Context: an optimization exercise on an open-source flow, tuned for a short achievable clock period and few clock cycles. The choices shown serve that exercise and are no tape-out recipe.
In this exercise RTL edits were held to simulation tests only and were not proved equivalent to the original.
No driver is modelled on the clock port, so clocking that relies on it looks cheaper here than on a real chip.
No activity file was given, so power comes from the tool's default toggle rates.

**design/flow/constraint.sdc**
```tcl
create_clock -name core_clock -period 11.0 [get_ports {clk}]
set_input_delay 2.2000 -clock core_clock [delete_from_list [all_inputs] [get_ports {clk}]]
set_output_delay 2.2000 -clock core_clock [all_outputs]
set_load 0.01 [all_outputs]
```
**design/flow/flow/split.tcl**
```tcl
# Clock tree buffer splitting: a clock buffer that drives many other clock
# buffers gets a twin on the same input net, which takes the half of its loads
# on the far side along the wider axis. Lowers the insertion delay of the tree.
# split clock buffers that drive more than MAXF other clock buffers
proc split_clock_buffers {maxf} {
  set block [ord::get_db_block]
  set master [[ord::get_db] findMaster sky130_fd_sc_hd__clkbuf_16]
  set n 0
  foreach inst [$block getInsts] {
    if {![string match "clkbuf_*" [$inst getName]]} { continue }
    set out [$inst findITerm X]
    set net [$out getNet]
    if {$net eq "NULL"} { continue }
    set loads {}
    foreach it [$net getITerms] {
      if {[$it isInputSignal]} { lappend loads $it }
    }
    set f [llength $loads]
    if {$f <= $maxf} { continue }
    # are loads clock buffers?
    set bufloads 0
    foreach it $loads { if {[string match "clkbuf_*" [[$it getInst] getName]]} { incr bufloads } }
    if {$bufloads < $f / 2} { continue }
    # split by the wider spread axis
    set xs {}; set ys {}
    foreach it $loads { set l [[$it getInst] getLocation]; lappend xs [lindex $l 0]; lappend ys [lindex $l 1] }
    set sx [lsort -integer $xs]; set sy [lsort -integer $ys]
    set dx [expr {[lindex $sx end] - [lindex $sx 0]}]; set dy [expr {[lindex $sy end] - [lindex $sy 0]}]
    set axis [expr {$dx >= $dy ? 0 : 1}]
    set sorted [lsort -integer -index 1 [lmap it $loads { list $it [lindex [[$it getInst] getLocation] $axis] }]]
    set half [expr {$f / 2}]
    set move [lrange $sorted $half end]
    set in [[$inst findITerm A] getNet]
    set nm "[$inst getName]_split"
    set ni [odb::dbInst_create $block $master $nm]
    set nn [odb::dbNet_create $block "${nm}_net"]
    $nn setSigType CLOCK
    [$ni findITerm A] connect $in
    [$ni findITerm X] connect $nn
    set cx 0; set cy 0
    foreach p $move { set it [lindex $p 0]; $it disconnect; $it connect $nn; set l [[$it getInst] getLocation]; incr cx [lindex $l 0]; incr cy [lindex $l 1] }
    set m [llength $move]
    # the new buffer sits between the old one and its loads' centre
    set ol [$inst getLocation]
    $ni setLocation [expr {([lindex $ol 0] + $cx / $m) / 2}] [expr {([lindex $ol 1] + $cy / $m) / 2}]
    $ni setPlacementStatus PLACED
    # old buffer moves toward the remaining loads' centre
    incr n
  }
  puts "split $n clock buffers"
}
```
**design/flow/design.v**
```verilog
package vm16_pkg;
    localparam int data_w         = 16;
    localparam int reg_sel_w      = 3;
    localparam int instr_depth    = 64;
    localparam int instr_addr_w   = $clog2(instr_depth);
    localparam int scratch_depth  = 64;
    localparam int scratch_addr_w = $clog2(scratch_depth);
    localparam logic [4:0] sub_or    = 5'd0;
    localparam logic [4:0] sub_xor   = 5'd1;
    localparam logic [4:0] sub_and   = 5'd2;
    localparam logic [4:0] sub_not   = 5'd3;
    localparam logic [4:0] sub_lshft = 5'd4;
    localparam logic [4:0] sub_rshft = 5'd5;
    localparam logic [4:0] sub_add   = 5'd0;
    localparam logic [4:0] sub_sub   = 5'd1;
    typedef enum logic [4:0] {
        op_nop     = 5'd0,
        op_lw      = 5'd1,
        op_sw      = 5'd2,
        op_bit     = 5'd3,
        op_mov     = 5'd4,
        op_movi    = 5'd5,
        op_arith_u = 5'd6,
        op_arith_s = 5'd7,
        op_halt    = 5'd31
    } opcode_e;
    typedef enum logic [4:0] {
        alu_nop, alu_pass_b, alu_or, alu_xor, alu_and, alu_not, alu_lshft,
        alu_rshft, alu_uadd, alu_usub, alu_sadd, alu_ssub, alu_bad
    } alu_op_e;
    typedef enum logic [2:0] {
        st_idle, st_fetch, st_read_d, st_read_a, st_mem, st_wb
    } state_e;
    typedef struct packed {
        opcode_e                opcode;
        logic [reg_sel_w-1:0]   rd;
        logic [reg_sel_w-1:0]   ra;
        logic [4:0]             sub;
    } instr_t;
    typedef struct packed {
        alu_op_e              alu_op;
        logic [reg_sel_w-1:0] rd;
        logic [reg_sel_w-1:0] ra;
        logic [7:0]           imm8;
        logic                 has_imm8;
        logic                 has_we;
        logic                 has_mem;
        logic                 has_mem_we;
        logic                 halt;
    } ctrl_t;
    typedef struct packed {
        logic                    we;
        logic [instr_addr_w-1:0] addr;
        logic [data_w-1:0]       data;
    } prog_t;
    typedef struct packed {
        logic                 valid;
        logic [reg_sel_w-1:0] index;
        logic [data_w-1:0]    data;
    } wb_t;
endpackage
`timescale 1ns/1ns
module vm16_alu (
    input  logic [9:0]  sel,    
    input  logic [15:0] a,
    input  logic [15:0] b,
    input  logic        b_big,  
    input  logic [15:0] ld,
    output logic [15:0] c
);
    logic [15:0] sum;
    logic [15:0] shl;
    logic [15:0] shr;
    assign sum = a + (sel[7] ? ~b : b) + {15'd0, sel[7]};
    assign shl = b_big ? 16'd0 : (a << b[3:0]);
    assign shr = b_big ? 16'd0 : (a >> b[3:0]);
    always_comb begin
        c = 16'd0;
        if (sel[0]) c = c | (a | b);
        if (sel[1]) c = c | (a ^ b);
        if (sel[2]) c = c | (a & b);
        if (sel[3]) c = c | ~b;
        if (sel[4]) c = c | shl;
        if (sel[5]) c = c | shr;
        if (sel[6] | sel[7]) c = c | sum;
        if (sel[8]) c = c | b;
        if (sel[9]) c = c | ld;
    end
endmodule
`timescale 1ns/1ns
module vm16_core (
    input  logic        clk,
    input  logic        reset,
    input  logic        prog_we,
    input  logic [5:0]  prog_addr,
    input  logic [15:0] prog_data,
    input  logic        run,
    output logic        halted,
    output logic        wb_valid,
    output logic [2:0]  wb_index,
    output logic [15:0] wb_data
);
    logic        rst_q;
    logic        pw_q;
    logic [5:0]  pa_q;
    logic [15:0] pd_q;
    logic        run_q;
    logic [63:0] wa_oh;     
    always_ff @(posedge clk) begin
        rst_q <= reset;
        pw_q  <= prog_we & ~reset;
        pa_q  <= prog_addr;
        pd_q  <= prog_data;
        run_q <= run & ~reset;
        wa_oh <= (prog_we & ~run & ~reset) ? (64'd1 << prog_addr) : 64'd0;
    end
    logic wr_en;
    assign wr_en = pw_q & ~run_q;
    logic [15:0] imem [64];
    logic [63:0] ival;
    always_ff @(posedge clk) begin
        for (int i = 0; i < 64; i++) begin
            if (wa_oh[i]) imem[i] <= pd_q;
        end
    end
    always_ff @(posedge clk) begin
        if (rst_q) ival <= '0;
        else ival <= ival | wa_oh;
    end
    logic        restart_q;
    logic        flush;
    logic [6:0]  pc;        
    logic [63:0] pc_oh;     
    logic        stop;      
    logic        d_v;
    logic [15:0] d_ins;
    logic        e_v;
    logic [9:0]  e_sel;
    logic        e_we, e_sw, e_halt, e_big;
    logic [2:0]  e_rd;
    logic [15:0] e_a, e_b;
    logic [63:0] e_aoh;     
    logic        w_v, w_we, w_halt, w_lw;
    logic [2:0]  w_rd;
    logic [15:0] w_alu, w_ld, w_res;
    logic [15:0] regs [8];
    logic [15:0] smem [64];
    logic        done;
    assign flush = rst_q | restart_q;
    logic [4:0] d_op, d_sub;
    logic [2:0] d_rd, d_ra;
    logic       d_bit, d_ar, d_bitok, d_arok;
    logic       d_rda, d_rdb, d_we, d_lw, d_sw, d_halt, d_movi;
    logic [9:0] d_sel;
    assign d_op  = d_ins[15:11];
    assign d_rd  = d_ins[10:8];
    assign d_ra  = d_ins[7:5];
    assign d_sub = d_ins[4:0];
    assign d_bit = (d_op == 5'd3);
    assign d_ar  = (d_op == 5'd6) | (d_op == 5'd7);
    assign d_bitok = d_bit & (d_sub < 5'd6);
    assign d_arok  = d_ar & (d_sub < 5'd2);
    assign d_lw   = (d_op == 5'd1);
    assign d_sw   = (d_op == 5'd2);
    assign d_movi = (d_op == 5'd5);
    assign d_halt = (d_op == 5'd31);
    assign d_we   = d_lw | (d_op == 5'd4) | d_movi | d_bitok | d_arok;
    assign d_rda  = (d_bitok & (d_sub != 5'd3)) | d_arok | d_sw;
    assign d_rdb  = d_lw | d_sw | (d_op == 5'd4) | d_bitok | d_arok;
    assign d_sel[0] = d_bit & (d_sub == 5'd0);
    assign d_sel[1] = d_bit & (d_sub == 5'd1);
    assign d_sel[2] = d_bit & (d_sub == 5'd2);
    assign d_sel[3] = d_bit & (d_sub == 5'd3);
    assign d_sel[4] = d_bit & (d_sub == 5'd4);
    assign d_sel[5] = d_bit & (d_sub == 5'd5);
    assign d_sel[6] = d_ar & (d_sub == 5'd0);
    assign d_sel[7] = d_ar & (d_sub == 5'd1);
    assign d_sel[8] = (d_op == 5'd4) | d_movi;
    assign d_sel[9] = d_lw;
    logic [15:0] d_a, d_b, d_rb;
    assign d_a  = (w_we && w_rd == d_rd) ? w_res : regs[d_rd];
    assign d_rb = (w_we && w_rd == d_ra) ? w_res : regs[d_ra];
    assign d_b  = d_movi ? {8'h00, d_ins[7:0]} : d_rb;
    logic stall;
    assign stall = d_v & e_v & e_we &
                   ((d_rda & (d_rd == e_rd)) | (d_rdb & (d_ra == e_rd)));
    logic [15:0] f_word;
    logic        f_ok;
    logic        fetch;
    always_comb begin
        f_word = '0;
        for (int i = 0; i < 64; i++) f_word = f_word | ({16{pc_oh[i]}} & imem[i]);
    end
    assign f_ok   = ~stop & |(pc_oh & ival);
    assign fetch  = f_ok & ~stall & ~(d_v & d_halt);
    logic restart;
    assign restart = wr_en & (({1'b0, pa_q} < pc) | (({1'b0, pa_q} == pc) & fetch));
    always_ff @(posedge clk) begin
        if (rst_q) restart_q <= 1'b0;
        else       restart_q <= restart;
    end
    always_ff @(posedge clk) begin
        if (flush) begin
            pc    <= '0;
            pc_oh <= 64'd1;
            stop  <= 1'b0;
            d_v  <= 1'b0;
        end else if (!stall) begin
            d_v <= fetch;
            if (fetch) begin
                pc    <= pc + 7'd1;
                pc_oh <= {pc_oh[62:0], 1'b0};
            end
            if (d_v && d_halt) stop <= 1'b1;
        end
    end
    always_ff @(posedge clk) begin
        if (!stall) d_ins <= f_word;
    end
    always_ff @(posedge clk) begin
        if (flush) begin
            e_v <= 1'b0;
        end else begin
            e_v <= d_v & ~stall;
        end
        if (!stall) begin
            e_sel  <= d_sel;
            e_we   <= d_we;
            e_sw   <= d_sw;
            e_halt <= d_halt;
            e_rd   <= d_rd;
            e_a    <= d_a;
            e_b    <= d_b;
            e_big  <= |d_b[15:4];
            e_aoh  <= 64'd1 << d_b[5:0];
        end
    end
    logic [15:0] e_res;
    logic [15:0] e_ld;
    always_comb begin
        e_ld = '0;
        for (int i = 0; i < 64; i++) e_ld = e_ld | ({16{e_aoh[i]}} & smem[i]);
    end
    vm16_alu alu_i (
        .sel(e_sel), .a(e_a), .b(e_b), .b_big(e_big), .ld(16'd0), .c(e_res)
    );
    always_ff @(posedge clk) begin
        for (int i = 0; i < 64; i++) begin
            if (e_v && e_sw && e_aoh[i]) smem[i] <= e_a;
        end
    end
    always_ff @(posedge clk) begin
        if (flush) begin
            w_v    <= 1'b0;
            w_we   <= 1'b0;
            w_halt <= 1'b0;
        end else begin
            w_v    <= e_v;
            w_we   <= e_v & e_we;
            w_halt <= e_v & e_halt;
        end
        w_rd  <= e_rd;
        w_alu <= e_res;
        w_ld  <= e_ld;
        w_lw  <= e_sel[9];
    end
    assign w_res = w_lw ? w_ld : w_alu;
    logic        x_we, x_halt;
    logic [2:0]  x_rd;
    logic [15:0] x_res;
    always_ff @(posedge clk) begin
        if (flush) begin
            x_we   <= 1'b0;
            x_halt <= 1'b0;
        end else begin
            x_we   <= w_we;
            x_halt <= w_halt;
        end
        x_rd  <= w_rd;
        x_res <= w_res;
    end
    logic [15:0] fifo_d [64];
    logic [2:0]  fifo_i [64];
    logic [5:0]  wrptr, rdptr;
    logic [63:0] wr_oh, rd_oh;
    always_ff @(posedge clk) begin
        if (flush) begin
            for (int i = 0; i < 8; i++) regs[i] <= 16'(i);
        end else if (w_we) begin
            regs[w_rd] <= w_res;
        end
    end
    always_ff @(posedge clk) begin
        for (int i = 0; i < 64; i++) begin
            if (x_we && wr_oh[i]) begin
                fifo_d[i] <= x_res;
                fifo_i[i] <= x_rd;
            end
        end
    end
    always_ff @(posedge clk) begin
        if (flush) begin
            wrptr <= '0;
            wr_oh <= 64'd1;
            done  <= 1'b0;
        end else begin
            if (x_we) begin
                wrptr <= wrptr + 6'd1;
                wr_oh <= {wr_oh[62:0], wr_oh[63]};
            end
            if (x_halt) done <= 1'b1;
        end
    end
    logic [15:0] rd_d;
    logic [2:0]  rd_i;
    always_comb begin
        rd_d = '0;
        rd_i = '0;
        for (int i = 0; i < 64; i++) begin
            rd_d = rd_d | ({16{rd_oh[i]}} & fifo_d[i]);
            rd_i = rd_i | ({3{rd_oh[i]}} & fifo_i[i]);
        end
    end
    logic nonempty, last_one, may_pop, pop, halt_now;
    assign nonempty = (wrptr != rdptr);
    assign last_one = (wrptr == rdptr + 6'd1);
    assign may_pop  = ~restart_q & ~restart;
    assign pop      = run & nonempty & may_pop;
    assign halt_now = run & done & may_pop & (~nonempty | last_one);
    always_ff @(posedge clk) begin
        if (flush) begin
            rdptr <= '0;
            rd_oh <= 64'd1;
        end else if (pop) begin
            rdptr <= rdptr + 6'd1;
            rd_oh <= {rd_oh[62:0], rd_oh[63]};
        end
    end
    always_ff @(posedge clk) begin
        if (rst_q) begin
            wb_valid <= 1'b0;
            halted   <= 1'b0;
        end else begin
            wb_valid <= pop;
            halted   <= halted | halt_now;
        end
        wb_data  <= rd_d;
        wb_index <= rd_i;
    end
endmodule
`timescale 1ns/1ns
module vm16_top (
    input  logic        clk,
    input  logic        reset,
    input  logic        prog_we,
    input  logic [5:0]  prog_addr,
    input  logic [15:0] prog_data,
    input  logic        run,
    output logic        halted,
    output logic        wb_valid,
    output logic [2:0]  wb_index,
    output logic [15:0] wb_data
);
    vm16_core core_i (
        .clk(clk), .reset(reset), .prog_we(prog_we), .prog_addr(prog_addr),
        .prog_data(prog_data), .run(run), .halted(halted), .wb_valid(wb_valid),
        .wb_index(wb_index), .wb_data(wb_data)
    );
endmodule
```
**design/flow/config.mk**
```make
export PLATFORM = sky130hd
export DESIGN_NAME = vm16_top
export DESIGN_NICKNAME = vm16_top
export VERILOG_FILES = /design/flow/design.v
export SDC_FILE = /design/flow/constraint.sdc
export NUM_CORES = 4
export LEC_CHECK = 0
export CAP_MARGIN = 20
export CORE_MARGIN = 2
export CORE_UTILIZATION = 65
export SLEW_MARGIN = 20
```
**design/flow/flow/run.sh**
```bash
#!/bin/bash
# Standard ORFS layout, with three changes:
#  - timing repair aims well past the clock period (SETUP_SLACK_MARGIN), so the
#    resizer keeps working on the critical paths;
#  - after placement, the flip-flop that drives each output port's buffer is
#    moved next to that buffer (flow/outflops.tcl) and the placement legalised;
#  - the clock tree is built with a finer wire unit and larger sink clusters,
#    which gives a shallower tree (lower insertion delay for every register),
#    and clock buffers that drive many other clock buffers are split in two
#    (flow/post_cts.tcl, flow/split.tcl).
set -euo pipefail
MARGIN=8
CTS="-sink_clustering_enable -repair_clock_nets -sink_clustering_size 20 -sink_clustering_max_diameter 60 -wire_unit 5"
RES=orfs/results/$FLOW_PLATFORM/vm16_top/base
bash standard.sh SETUP_SLACK_MARGIN=$MARGIN place > std_place.log 2>&1
PLACE_ODB=$RES/3_place.odb openroad -no_init -exit flow/outflops.tcl > outflops.log 2>&1
bash standard.sh SETUP_SLACK_MARGIN=$MARGIN "CTS_ARGS=$CTS" "POST_CTS_TCL=$PWD/flow/post_cts.tcl" finish > std_finish.log 2>&1
```
**design/flow/standard.sh**
```bash
#!/bin/bash
# synth_recipe.tcl (not shown) runs the flow's synth.tcl, then flattens the netlist and writes it again
# the make line also repeats each setting of config.mk as NAME=value (left out here)
make -C /OpenROAD-flow-scripts/flow DESIGN_CONFIG=/design/flow/config.mk WORK_HOME=/design/flow/orfs CLKGATE_MAP_FILE= SYNTH_SCRIPT=/design/flow/synth_recipe.tcl "${@:-finish}"
```
**design/flow/flow/outflops.tcl**
```tcl
# Move the flip-flop that drives each output port's buffer next to that
# buffer, then legalise. Reads and writes the placed design in place.
set db_file $::env(PLACE_ODB)
read_db $db_file
set block [ord::get_db_block]
set moved 0
foreach bterm [$block getBTerms] {
  if {[$bterm getIoType] ne "OUTPUT"} { continue }
  set net [$bterm getNet]
  set buf ""
  foreach it [$net getITerms] {
    if {[$it isOutputSignal]} { set buf [$it getInst] }
  }
  if {$buf eq ""} { continue }
  # the buffer's input net and its driver
  set drv ""
  foreach it [$buf getITerms] {
    if {[$it isInputSignal]} {
      set n2 [$it getNet]
      foreach it2 [$n2 getITerms] {
        if {[$it2 isOutputSignal]} { set drv [$it2 getInst] }
      }
    }
  }
  if {$drv eq ""} { continue }
  set master [[$drv getMaster] getName]
  if {![string match "*df*" $master]} {
    puts "skip [$bterm getName]: driver [$drv getName] is $master"
    continue
  }
  set loc [$buf getLocation]
  set bx [lindex $loc 0]; set by [lindex $loc 1]
  # toward the die centre by a few microns
  set die [$block getDieArea]
  set cx [expr {([$die xMin] + [$die xMax]) / 2}]
  set cy [expr {([$die yMin] + [$die yMax]) / 2}]
  set dx [expr {$cx > $bx ? 4000 : -4000}]
  set dy [expr {$cy > $by ? 2720 : -2720}]
  $drv setLocation [expr {$bx + $dx}] [expr {$by + $dy}]
  incr moved
  puts "moved [$drv getName] ($master) next to [$buf getName] for [$bterm getName]"
}
puts "moved $moved flip-flops"
detailed_placement
check_placement -verbose
write_db $db_file
```
**design/flow/flow/post_cts.tcl**
```tcl
# Run by ORFS's cts.tcl (POST_CTS_TCL) after clock tree synthesis and its repair.
source [file join [file dirname [info script]] split.tcl]
split_clock_buffers 8
detailed_placement
estimate_parasitics -placement
repair_timing_helper
detailed_placement
check_placement -verbose
```
==> results.py <==
metrics = {
    "yosys": {
        "yosysSeqAreaShare": 0.792,
        "synth_area_leaders": "edfxtp_1, dfxtp_1, a221oi_1",
        "syn_area_per_cell_sq_um": 17.1,
        "synth_cells": 8459,
        "yosysTopAreaCell": "edfxtp_1",
        "ys_warn_count": 6,
        "async_flop_share": 0,
        "synth_edf_count": 3521,
        "ys_top_cells_by_count": "edfxtp_1, a221oi_1, a22o_1",
        "ys_ff_latch": 3976,
        "postSynthNetCount": 8542,
        "synth_ff_type": "edfxtp_1",
        "yosysMostFrequentCell": "edfxtp_1",
        "netlist_area_sq_um": 145000,
        "yosysUniqueCellTypes": 65,
        "synthDominantCellAreaShare": 0.729,
    },
    "layout": {
        "area_growth_pct": 9.29,
        "post_route_cells_drive_above_1_share": 0.121,
        "final_nets": 8634,
        "fin_util": 0.713,
        "fill_cells": 14083,
        "design_area_sq_um": 158000,
    },
    "routing": {
        "drt_iter0_markers": 20264,
        "first_pass_iters": 9,
        "routedWlPerCell_microns": 47.2,
        "via_per_inst": 8.02,
        "drc_errors": 0,
        "vias": 94068,
        "drt-total-wl_microns": 553000,
        "ant_nets": 0,
    },
    "power": {
        "max-vdd-ir-drop_mv": 0.178,
        "power.density_nw_per_um2": 167,
        "power_leakage_uw": 0.0511,
    },
    "sta": {
        "fin_skew_ps": 93.4,
        "fin_crit_sh": 0.310,
        "finalSetupViolCount": 0,
        "period_needed_ps": 3410,
        "rsz0062_at_grt": "true",
        "slew_headroom": 0.168,
        "setup_tns_ps": 0,
        "timing.final.ws_setup_ps": 7590,
        "tightestPinTransition_ps": 1250,
        "slew_viol_final": 0,
        "fmax_mhz": 294,
        "hold_viol_final": 0,
    },
    "global_route": {
        "grtUsageMet3": 0.176,
        "antenna_found_initial": 44,
        "grt_max_degree": 79,
        "track_usage": 0.479,
        "use_met2": 0.674,
        "grt_pass1_vias": 86195,
        "met1_usage": 0.636,
        "grt_pass1_wl_microns": 732000,
        "top_usage_layer": "met2",
        "overflow": 0,
    },
    "worst_setup_path": {
        "critPathTopFamily": "flip-flops",
        "critical_path.max_fanout": 2,
        "cp-start-kind": "register",
        "cp_num_buf_inv": 1,
        "crit_path_cell_trace": "buf_6",
        "required_ps": 8800,
        "arrival_ps": 1210,
        "critPathCaptureType": "output port",
        "cpPeakStageDelay_ps": 350,
        "cp_slowest_cell": "dfxtp_4",
        "critical_path_class": "register to output port",
    },
    "clocking": {
        "clk_latency_ps": 790,
        "path_clk_slew_ps": 90,
        "cts.sinks": 3976,
        "cts_tree": "built",
    },
    "placed_design": {
        "gp_routability_congestion": 0.917,
        "dpl_cell_area_sq_um": 150000,
        "io_buffers": 46,
        "place_ws_ps": 6860,
        "dp_hpwl_microns": 297000,
    },
    "outcome": {
        "status": "no timing/DRC/antenna violations",
    },
    "die": {
        "dieArea_sq_um": 227000,
        "die_y_microns": 476,
        "coreArea_sq_um": 222000,
        "rows": 173,
        "pin_count": 47,
        "initial_utilization": 0.653,
        "die_x_microns": 476,
    },
    "job": {
        "max-cap-violations": 0,
    },
    "worst_hold_path": {
        "hp-class": "register to register",
    },
}
[placed cells by master (no fill, tap or decap), types with 169 or more instances in the layout]
| cell | n |
|---|---|
| edfxtp_1 | 3521 |
| dfxtp_1 | 340 |
| o21ai_0 | 169 |
| nor2_1 | 542 |
| nand2_1 | 178 |
| a22o_1 | 778 |
| clkbuf_16 | 250 |
| a221oi_1 | 786 |
| nand4_1 | 218 |
| buf_4 | 335 |
| a21oi_1 | 250 |
[power breakdown]
part | total (uW) | internal (uW) | leakage, uW | switching (uW)
combinational | 401 | 101 | 0.0115 | 300
sequential | 16400 | 16300 | 0.0360 | 82.6
clock | 9630 | 4380 | 0.00353 | 5250
[final cells by class, without the clock buffers]
type	count	area (sq um)	share of cell area
multi-input cells	3842	28300	0.179
well taps	2975	3720	0.0235
plain buffers	17	425	0.00268
inverters	67	278	0.00175
clock inverters	42	684	0.00432
repair buffers	420	3630	0.0229
flip-flops and latches	3976	115000	0.726
diodes	21	52.6	0.000332
repair inverters	2	22.5	0.000142
[final timing paths]
check,startpoint,to,slack (ps),depth (start not counted)
setup / recovery,core_i.halted,halted,7590,1
setup reg to reg,core_i.e_aoh[29],core_i.w_ld[10],7870,5
hold / removal,core_i.e_sel[9],core_i.w_lw,400,0
hold reg to reg,core_i.e_sel[9],core_i.w_lw,400,0
[cells by family (layout without fill, tap and decap cells)]
| family | count (synthesis) | after routing | synth area share |
|---|---|---|---|
| flip-flops | 3976 | 3976 | 0.792 |
| AO/OA/AOI/OAI | 2220 | 2224 | 0.121 |
| AND/OR/NAND/NOR | 1360 | 1362 | 0.0453 |
| buffers and inverters | 647 | 908 | 0.0171 |
| multiplexers | 141 | 141 | 0.0159 |
| XOR/XNOR | 58 | 58 | 0.00350 |
| adder cells (fa/ha/maj) | 57 | 57 | 0.00497 |
| other | 0 | 21 | 0 |
[registers in the layout, summed over array words and instances, names as in the netlist, 7 cells and up, named ones only]
| register | count |
|---|---|
| core_i.wb_data | 16 |
| core_i.d_ins | 16 |
| core_i.x_res | 16 |
| core_i.e_a | 16 |
| core_i.wa_oh | 64 |
| core_i.w_alu | 16 |
| core_i.fifo_d | 1024 |
| core_i.regs | 128 |
| core_i.rd_oh | 64 |
| core_i.e_aoh | 64 |
| core_i.wr_oh | 64 |
| core_i.pd_q | 16 |
| core_i.e_sel | 10 |
| core_i.fifo_i | 192 |
| core_i.ival | 64 |
| core_i.pc | 7 |
| core_i.smem | 1024 |
| core_i.w_ld | 16 |
| core_i.imem | 1024 |
| core_i.pc_oh | 64 |
| core_i.e_b | 16 |
[metal layers]
metal | share of wire | vias to the layer above | wire length (microns)
li1 | - | 34761 | -
met2 | 0.41 | 9893 | 229000
met1 | 0.32 | 46901 | 175000
met3 | 0.18 | 2467 | 100000
met5 | 0.00072 | - | 401
met4 | 0.088 | 46 | 48500
[through the flow]
step | total power (uW) | cells | hold WS (ps)
global route | 26900 | 11706 | 405
global placement | 17100 | 11231 | 337
finish | 26500 | 11722 | 397
detailed placement | 17100 | 11231 | 339
floorplan | 16900 | 8459 | 323
Testbench counts, summed over its fixed seeds: cycles 47,880.

[re-timing with driven ports]
In the flow no input, the clock included, has a driving cell. The finished layout below was timed again as built, in two steps. Step 1: set_driving_cell puts a clkbuf_16 on clk and a buf_2 on each other input, an assumption about the parent block. Step 2 times the ports against the registers' clock, not the clock port: input delays grow and output delays shrink by t, the midpoint of the rising clock arrivals with the driver on. Three values: no drivers, after step 1, after step 2; two values: the first two.
shift t [ns]: 0.845
slack for setup (ns): 7.593 / 7.490 / 7.366
latest minus earliest clock arrival (ns): 0.099 / 0.099
worst slew at a driven data input, ns: 0.04
After both steps setup and hold are still met in this run. For this run, drivers alone change the setup slack by -0.103 ns; drivers and shift together by -0.227 ns.
